This design comes from an exercise in tuning for small area, a short achievable clock period and few clock cycles on the open sky130 flow, not from production work. Where RTL was checked, it was by simulation tests only, not by an equivalence proof against the original. Power figures rest on the tool's default switching activity, not on a simulated workload.

==> flow/design.v (excerpt) <==
module kmp_substring_search
(
    input  wire                 i_clk,
    input  wire                 i_rst_n,
    input  wire                 i_cfg_we,
    input  wire [1:0]           i_cfg_index,
    input  wire [63:0]          i_cfg_data,
    input  wire                 i_text_valid,
    input  wire [7:0]           i_text_byte,
    input  wire                 i_text_is_final,
    output wire                 o_text_ready,
    output wire                 o_result_valid,
    output wire                 o_result_found,
    output wire [15:0]          o_result_index,
    input  wire                 i_result_ready
);
    logic [63:0] r_pat_lo;
    logic [63:0] r_pat_hi;
    logic        r_lo_ok;      
    logic        r_hi_ok;      
    logic [4:0]  r_nn;         
    logic        r_clear_d;    
    logic        cfg_hit;
    logic [4:0]  cfg_len;
    logic [4:0]  cfg_nn;
    assign cfg_hit = i_cfg_we && (i_cfg_index != 2'd3);
    assign cfg_len = (i_cfg_data[4] && |i_cfg_data[3:0]) ? 5'd16 : i_cfg_data[4:0];
    always_comb begin
        logic lower;
        lower = 1'b0;
        for (int i = 0; i < 5; i++) begin
            cfg_nn[i] = cfg_len[i] ^ lower;
            lower     = lower | cfg_len[i];
        end
    end
    always_ff @(posedge i_clk) begin
        if (i_cfg_we && i_cfg_index == 2'd0) r_pat_lo <= i_cfg_data;
  ...
Size: ~200 flip-flops, roughly 99 I/O pins, about 9000 um2 of cells after synthesis.
==> flow/config.mk <==
export PLATFORM = sky130hd
export DESIGN_NAME = kmp_substring_search
export DESIGN_NICKNAME = kmp_substring_search
export VERILOG_FILES = /design/flow/design.v
export SDC_FILE = /design/flow/constraint.sdc
export NUM_CORES = 4
export LEC_CHECK = 0
export CAP_MARGIN = 20
export CORE_MARGIN = 2
export CORE_UTILIZATION = 40
export PLACE_DENSITY = 0.6
export SETUP_SLACK_MARGIN = 3.45
export SLEW_MARGIN = 20
==> flow/constraint.sdc <==
create_clock -name core_clock -period 5.5 [get_ports {i_clk}]
set_input_delay 1.1000 -clock core_clock [delete_from_list [all_inputs] [get_ports {i_clk}]]
set_output_delay 1.1000 -clock core_clock [all_outputs]
set_load 0.01 [all_outputs]
standard.sh (not shown) runs the stock make flow with config.mk's settings and CLKGATE_MAP_FILE= SYNTH_SCRIPT=/design/flow/synth_recipe.tcl, a recipe that flattens the netlist after the stock synthesis.
==> flow/flow/run.sh <==
#!/bin/bash
set -euo pipefail
bash standard.sh \
  "BUFFER_PORTS_ARGS=-buffer_cell sky130_fd_sc_hd__buf_1" \
  "CTS_ARGS=-sink_clustering_enable -repair_clock_nets -dont_use_dummy_load -root_buf sky130_fd_sc_hd__clkbuf_16 -buf_list sky130_fd_sc_hd__clkbuf_16 -sink_clustering_size 15 -sink_clustering_max_diameter 80" \
  finish > standard_flow.log 2>&1
Edit:
==> flow/flow/run.sh (replaced) <==
#!/bin/bash
set -euo pipefail
bash standard.sh \
  "BUFFER_PORTS_ARGS=-buffer_cell sky130_fd_sc_hd__buf_1" \
  "CTS_ARGS=-sink_clustering_enable -repair_clock_nets -dont_use_dummy_load -root_buf sky130_fd_sc_hd__clkbuf_16 -buf_list sky130_fd_sc_hd__clkbuf_8 -sink_clustering_size 15 -sink_clustering_max_diameter 80" \
  finish > standard_flow.log 2>&1
- SETUP_SLACK_MARGIN: 3.45 -> 3.5
Effect: The new run finished clean; critical path depth came out lower by 8; register-to-register slack gains 30 ps; setup slack gains 19 ps.
Edit:
- SETUP_SLACK_MARGIN: 3.5 -> 3.45
Effect:
- clock skew grows by 15 ps
- design area shrinks by about 4%
- die area is unchanged
- core utilization fell by 2.0 points
- hold slack degrades by 17 ps
- worst setup slack gets worse by 13 ps
- synthesized cell count stays the same
- clock-buffer cell count is unchanged
- final cell count shrinks by 2.3%
- routed wire length shrinks by about 3.6%
Function was not checked in any run of this note: the RTL went through the layout flow alone.

Another version of the RTL of kmp_substring_search (not shown whole).
Size: roughly 0.0085 mm^2 of cells after synthesis.
// kmp_substring_search
module kmp_substring_search
(
    input  wire                 i_clk,
    input  wire                 i_rst_n,
    input  wire                 i_cfg_we,
    input  wire [1:0]           i_cfg_index,
    input  wire [63:0]          i_cfg_data,
    input  wire                 i_text_valid,
    input  wire [7:0]           i_text_byte,
    input  wire                 i_text_is_final,
    output wire                 o_text_ready,
    output wire                 o_result_valid,
    output wire                 o_result_found,
    output wire [15:0]          o_result_index,
    input  wire                 i_result_ready
);
clock: 5.5 ns
lec_check: 0
cap_margin: 20
core_margin: 2
core_utilization: 40
place_density: 0.6
setup_slack_margin: 3.4
slew_margin: 20
==> flow/flow/run.sh <==
#!/bin/bash
set -euo pipefail
bash standard.sh \
  "BUFFER_PORTS_ARGS=-buffer_cell sky130_fd_sc_hd__buf_1" \
  "CTS_ARGS=-sink_clustering_enable -repair_clock_nets -dont_use_dummy_load -root_buf sky130_fd_sc_hd__clkbuf_16 -buf_list sky130_fd_sc_hd__clkbuf_16 -sink_clustering_size 15 -sink_clustering_max_diameter 80" \
  finish > standard_flow.log 2>&1
Edit:
==> flow/flow/run.sh (replaced) <==
#!/bin/bash
set -euo pipefail
bash standard.sh \
  "BUFFER_PORTS_ARGS=-buffer_cell sky130_fd_sc_hd__buf_1" \
  "CTS_ARGS=-sink_clustering_enable -repair_clock_nets -dont_use_dummy_load -root_buf sky130_fd_sc_hd__clkbuf_16 -buf_list sky130_fd_sc_hd__clkbuf_8 -sink_clustering_size 15 -sink_clustering_max_diameter 80" \
  finish > standard_flow.log 2>&1
SETUP_SLACK_MARGIN = 3.45   (was 3.4)
Clock power is lower by a quarter to a third.
Non-clock buffer count is higher by 5.
Power is lower by a little under a tenth.
Synthesized area does not change.
Setup slack degrades by 6.9 ps.
Combinational power is higher by a few percent.
Core utilization is lower by 0.17 points.
Routed wire length is higher by a few percent.
Sequential power is about the same.
No functional check of the RTL was part of any run of this note.

Setup of onyx:
The RTL this note starts from:
==> flow/design.v <==
`default_nettype none
package kmp_pkg;
    localparam int MAX_PATTERN   = 16;
    localparam int IDX_BITS      = $clog2(MAX_PATTERN);
    localparam int LEN_BITS      = IDX_BITS + 1;
    localparam int POSITION_BITS = 16;
    localparam int MATCH_BITS    = 16;
    localparam int CFG_BITS      = 64;
    localparam int PAT_BITS      = 8 * MAX_PATTERN;
    typedef logic [7:0]          t_byte;
    typedef logic [IDX_BITS-1:0] t_idx;
    typedef logic [LEN_BITS-1:0] t_len;    
    typedef logic [PAT_BITS-1:0] t_pattern;
    typedef enum logic [1:0] {
        CFG_PAT_LOW  = 2'd0,
        CFG_PAT_HIGH = 2'd1,
        CFG_PAT_LEN  = 2'd2
    } t_cfg_idx;
    typedef struct packed {
        logic busy;    
        logic clear;   
    } t_ctrl;
    function automatic t_byte pat_byte(input t_pattern pat, input t_idx k);
        pat_byte = pat[8*k +: 8];
    endfunction
endpackage
`default_nettype wire
`default_nettype none
module kmp_substring_search
(
    input  wire                 i_clk,
    input  wire                 i_rst_n,
    input  wire                 i_cfg_we,
    input  wire [1:0]           i_cfg_index,
    input  wire [63:0]          i_cfg_data,
    input  wire                 i_text_valid,
    input  wire [7:0]           i_text_byte,
    input  wire                 i_text_is_final,
    output wire                 o_text_ready,
    output wire                 o_result_valid,
    output wire                 o_result_found,
    output wire [15:0]          o_result_index,
    input  wire                 i_result_ready
);
    logic [63:0] r_pat_lo;
    logic [63:0] r_pat_hi;
    logic        r_lo_ok;      
    logic        r_hi_ok;      
    logic [4:0]  r_nn;         
    logic        r_clear_d;    
    logic        cfg_hit;
    logic [4:0]  cfg_len;
    logic [4:0]  cfg_nn;
    assign cfg_hit = i_cfg_we && (i_cfg_index != 2'd3);
    assign cfg_len = (i_cfg_data[4] && |i_cfg_data[3:0]) ? 5'd16 : i_cfg_data[4:0];
    always_comb begin
        logic lower;
        lower = 1'b0;
        for (int i = 0; i < 5; i++) begin
            cfg_nn[i] = cfg_len[i] ^ lower;
            lower     = lower | cfg_len[i];
        end
    end
    always_ff @(posedge i_clk) begin
        if (i_cfg_we && i_cfg_index == 2'd0) r_pat_lo <= i_cfg_data;
        if (i_cfg_we && i_cfg_index == 2'd1) r_pat_hi <= i_cfg_data;
    end
    always_ff @(posedge i_clk) begin
        if (!i_rst_n) begin
            r_lo_ok   <= 1'b0;
            r_hi_ok   <= 1'b0;
            r_nn      <= '0;
            r_clear_d <= 1'b0;
        end else begin
            r_clear_d <= cfg_hit;
            if (i_cfg_we && i_cfg_index == 2'd0) r_lo_ok <= 1'b1;
            if (i_cfg_we && i_cfg_index == 2'd1) r_hi_ok <= 1'b1;
            if (i_cfg_we && i_cfg_index == 2'd2) r_nn <= cfg_nn;
        end
    end
    logic [15:0] m_last;
    logic [15:0] m_prev;
    logic        n_zero;
    logic        n_le1;
    always_comb begin
        for (int k = 0; k < 16; k++) begin
            m_last[k] = (r_nn == 5'(32 - (k + 1)));
            m_prev[k] = (r_nn == 5'(32 - (k + 2)));
        end
    end
    assign n_zero = (r_nn == 5'd0);
    assign n_le1  = (r_nn == 5'd0) || (r_nn == 5'd31);
    logic [15:0] q_start;
    logic        q_at_sat;
    always_comb begin
        logic lower;
        lower = 1'b1;
        for (int i = 0; i < 5; i++) begin
            q_start[i] = !n_zero && (r_nn[i] ^ lower);
            lower      = lower & r_nn[i];
        end
    end
    assign q_start[15:5] = {11{!n_le1}};
    logic        r_rdy;
    logic        r_frz;
    logic        r_v1, r_f1;
    logic [7:0]  r_b1;
    logic [15:0] r_d;
    logic        r_v2, r_f2, r_h2;
    logic        r_ans;
    logic [15:0] r_q;
    logic        r_out_valid;
    logic        r_out_found;
    logic [15:0] r_out_index;
    logic [15:0] eq;
    logic        zb;
    logic [15:0] dn;
    logic        hit1;
    assign zb = (r_b1 == 8'd0);
    always_comb begin
        for (int k = 0; k < 8; k++) begin
            eq[k]     = r_lo_ok ? (r_b1 == r_pat_lo[8*k +: 8]) : zb;
            eq[k + 8] = r_hi_ok ? (r_b1 == r_pat_hi[8*k +: 8]) : zb;
        end
    end
    assign dn   = {r_d[14:0], 1'b1} & eq;
    assign hit1 = n_zero || |(dn & m_last);
    logic decide2;
    logic issue;
    logic ans_n;
    assign decide2 = r_v2 && !r_ans && (r_h2 || r_f2);
    assign issue   = !r_frz && decide2;
    assign ans_n   = (!r_frz && r_v2) ? (!r_f2 && (r_ans || r_h2)) : r_ans;
    logic cm1;
    logic maybe_n;
    logic out_valid_n;
    assign cm1         = n_le1 || |(r_d & m_prev);
    assign maybe_n     = r_frz ? decide2 : (r_v1 && !ans_n && (r_f1 || cm1));
    assign out_valid_n = issue || (r_out_valid && !i_result_ready);
    logic [15:0] q_inc;
    logic [15:0] q_carry;
    assign q_at_sat = (&r_q[15:5]) && (r_q[4:0] == r_nn);
    assign q_carry[0] = !q_at_sat;
    for (genvar i = 1; i < 16; i++) begin : g_carry
        assign q_carry[i] = !q_at_sat && (&r_q[i-1:0]);
    end
    assign q_inc = r_q ^ q_carry;
    always_ff @(posedge i_clk) begin
        if (!i_rst_n) begin
            r_rdy       <= 1'b0;
            r_frz       <= 1'b0;
            r_v1        <= 1'b0;
            r_v2        <= 1'b0;
            r_d         <= '0;
            r_ans       <= 1'b0;
            r_out_valid <= 1'b0;
        end else if (cfg_hit) begin
            r_rdy       <= 1'b1;
            r_frz       <= 1'b0;
            r_v1        <= 1'b0;
            r_v2        <= 1'b0;
            r_d         <= '0;
            r_ans       <= 1'b0;
            r_out_valid <= out_valid_n;
        end else begin
            r_frz       <= out_valid_n && maybe_n;
            r_rdy       <= !(out_valid_n && maybe_n);
            r_out_valid <= out_valid_n;
            if (!r_frz) begin
                r_v1 <= i_text_valid && r_rdy;
                r_v2 <= r_v1;
                if (r_v1) r_d <= r_f1 ? 16'd0 : dn;
            end
            r_ans <= ans_n;
        end
    end
    always_ff @(posedge i_clk) begin
        if (!i_rst_n) begin
            r_q <= '0;
        end else if (r_clear_d) begin
            r_q <= q_start;
        end else if (!r_frz && r_v2) begin
            r_q <= r_f2 ? q_start : q_inc;
        end
    end
    always_ff @(posedge i_clk) begin
        if (!r_frz) begin
            r_b1 <= i_text_byte;
            r_f1 <= i_text_is_final;
            r_h2 <= hit1;
            r_f2 <= r_f1;
        end
        if (issue) begin
            r_out_found <= r_h2;
            r_out_index <= r_h2 ? r_q : 16'd0;
        end
    end
    assign o_text_ready   = r_rdy;
    assign o_result_valid = r_out_valid;
    assign o_result_found = r_out_found;
    assign o_result_index = r_out_index;
endmodule
`default_nettype wire
clock: 5.5 ns
lec_check: 0
cap_margin: 20
core_margin: 2
core_utilization: 40
place_density: 0.6
setup_slack_margin: 3.4
slew_margin: 20
==> flow/flow/run.sh <==
#!/bin/bash
set -euo pipefail
bash standard.sh \
  "BUFFER_PORTS_ARGS=-buffer_cell sky130_fd_sc_hd__buf_1" \
  "CTS_ARGS=-sink_clustering_enable -repair_clock_nets -dont_use_dummy_load -root_buf sky130_fd_sc_hd__clkbuf_16 -buf_list sky130_fd_sc_hd__clkbuf_8 -sink_clustering_size 15 -sink_clustering_max_diameter 80" \
  finish > standard_flow.log 2>&1
Testbench counts of onyx, summed over its fixed seeds: cycles 19,925.
What lagoon does differently from onyx at the input level:
- changing CORE_UTILIZATION from 40 to 60
- changing SETUP_SLACK_MARGIN from 3.4 to 3.6
- changing PLACE_DENSITY from 0.6 to 0.75
==> flow/run.sh (new file) <==
#!/bin/bash
# synth_recipe.tcl (not shown) runs the flow's synth.tcl, then flattens the netlist and writes it again
# the make line also repeats each setting of config.mk as NAME=value (left out here)
make -C /OpenROAD-flow-scripts/flow DESIGN_CONFIG=/design/flow/config.mk WORK_HOME=/design/flow/orfs CLKGATE_MAP_FILE= SYNTH_SCRIPT=/design/flow/synth_recipe.tcl finish
removed: flow/flow/run.sh
removed: flow/standard.sh
### Flow results
Going from onyx to lagoon, area of the multi-input gates shows an increase of about 7%, detailed-route via count went up 573, share of the clock period used by the worst path +3.2 points, share of power burned in the clock network saw an increase.
Delta (lagoon minus onyx): final-stage net count saw an increase, critical path depth saw an increase, power in combinational cells saw an increase, synthesis-to-layout area growth saw an increase.
[inputs] ember vs lagoon
- changing CORE_UTILIZATION from 60 to 40
- changing PLACE_DENSITY from 0.75 to 0.6
==> comparison <==
Looking at maximum net fanout on the critical path, ember sits 5 lower than lagoon does. Comparing number of buffer and inverter stages on the critical path for ember and lagoon, the bigger number came from lagoon. ember ended up with a lower utilization than lagoon did.
Input-level comparison between nickel and ember:
- swapping 0.6 for 0.65 in PLACE_DENSITY
- swapping 3.6 for 3.45 in SETUP_SLACK_MARGIN
- swapping 40 for 50 in CORE_UTILIZATION
==> flow/flow/run.sh (new file) <==
#!/bin/bash
set -euo pipefail
bash standard.sh \
  "BUFFER_PORTS_ARGS=-buffer_cell sky130_fd_sc_hd__buf_1" \
  "CTS_ARGS=-sink_clustering_enable -repair_clock_nets -dont_use_dummy_load -root_buf sky130_fd_sc_hd__clkbuf_16 -buf_list sky130_fd_sc_hd__clkbuf_16 -sink_clustering_size 15 -sink_clustering_max_diameter 80" \
  finish > standard_flow.log 2>&1
==> flow/standard.sh (new file) <==
#!/bin/bash
# synth_recipe.tcl (not shown) runs the flow's synth.tcl, then flattens the netlist and writes it again
# the make line also repeats each setting of config.mk as NAME=value (left out here)
make -C /OpenROAD-flow-scripts/flow DESIGN_CONFIG=/design/flow/config.mk WORK_HOME=/design/flow/orfs CLKGATE_MAP_FILE= SYNTH_SCRIPT=/design/flow/synth_recipe.tcl "${@:-finish}"
removed: flow/run.sh
### Flow results
The final worst slack number comes out lower for ember vs nickel. Delta (nickel minus ember): sequential share of layout area increased 5.4 points; number of DRC markers in iteration 0 went down; global router's overall resource usage rose 3.0 points.
--- input diff nickel..tundra ---
- swapping 50 for 40 in CORE_UTILIZATION
- swapping 0.65 for 0.6 in PLACE_DENSITY
## What came out
Worst setup slack after layout delta (tundra − nickel): unfavourable. Between tundra and nickel, the sequential power does not differ in any meaningful way. nickel and tundra ended up with roughly the same final period utilization. For the wire length of the first global-routing pass, tundra came in 2.0% lower than nickel did. Of tundra and nickel, it is tundra that has the higher register-to-register slack. Against nickel, number of vias per cell in tundra fell by a few percent. On worst supply voltage drop on vdd, nickel loses to tundra. Looking at post-route total power, tundra sits 0.017 mW lower than nickel does.

==> afterwards: timing with drivers on the ports <==
How much do the figures lean on ideal ports? The routed layouts below were timed once more, with nothing changed but the port constraints.
Step 1 sets driving cells, clkbuf_16 on the clock port and buf_2 on the other inputs (assumed; they add their load-dependent delay and slew).
Step 2, shift: input delay + t, output delay - t, t = (earliest + latest rising clock arrival at the registers) / 2. This alone moves slack from input paths to output paths.
Three values: no drivers, after step 1, after step 2; two values: the first two.
| run | shift t [ns] | setup WS [ns] | latest minus earliest clock arrival (ns) | worst slew at a driven data input, ns |
|---|---|---|---|---|
| the first run of note 1 | 0.504 | 3.434 / 3.405 / 3.024 | 0.027 / 0.028 | 0.04 |
| the second run of note 1 | 0.494 | 3.453 / 3.409 / 2.982 | 0.020 / 0.021 | 0.04 |
| the third run of note 1 | 0.490 | 3.440 / 3.397 / 3.002 | 0.032 / 0.033 | 0.04 |
| the first run of note 2 | 0.454 | 3.381 / 3.387 / 2.936 | 0.032 / 0.032 | 0.05 |
| the second run of note 2 | 0.420 | 3.374 / 3.375 / 2.955 | 0.040 / 0.040 | 0.06 |
| onyx | 0.499 | 3.423 / 3.381 / 2.973 | 0.039 / 0.038 | 0.05 |
| lagoon | 0.542 | 3.246 / 3.246 / 3.111 | 0.014 / 0.014 | 0.06 |
| ember | 0.544 | 3.384 / 3.343 / 3.119 | 0.017 / 0.016 | 0.04 |
| nickel | 0.510 | 3.440 / 3.396 / 2.982 | 0.030 / 0.031 | 0.04 |
| tundra | 0.511 | 3.433 / 3.388 / 3.046 | 0.025 / 0.026 | 0.04 |
After both steps setup and hold are still met in every run listed. For the second run of note 1, which loses most, drivers alone change the setup slack by -0.044 ns; drivers and shift together by -0.471 ns.
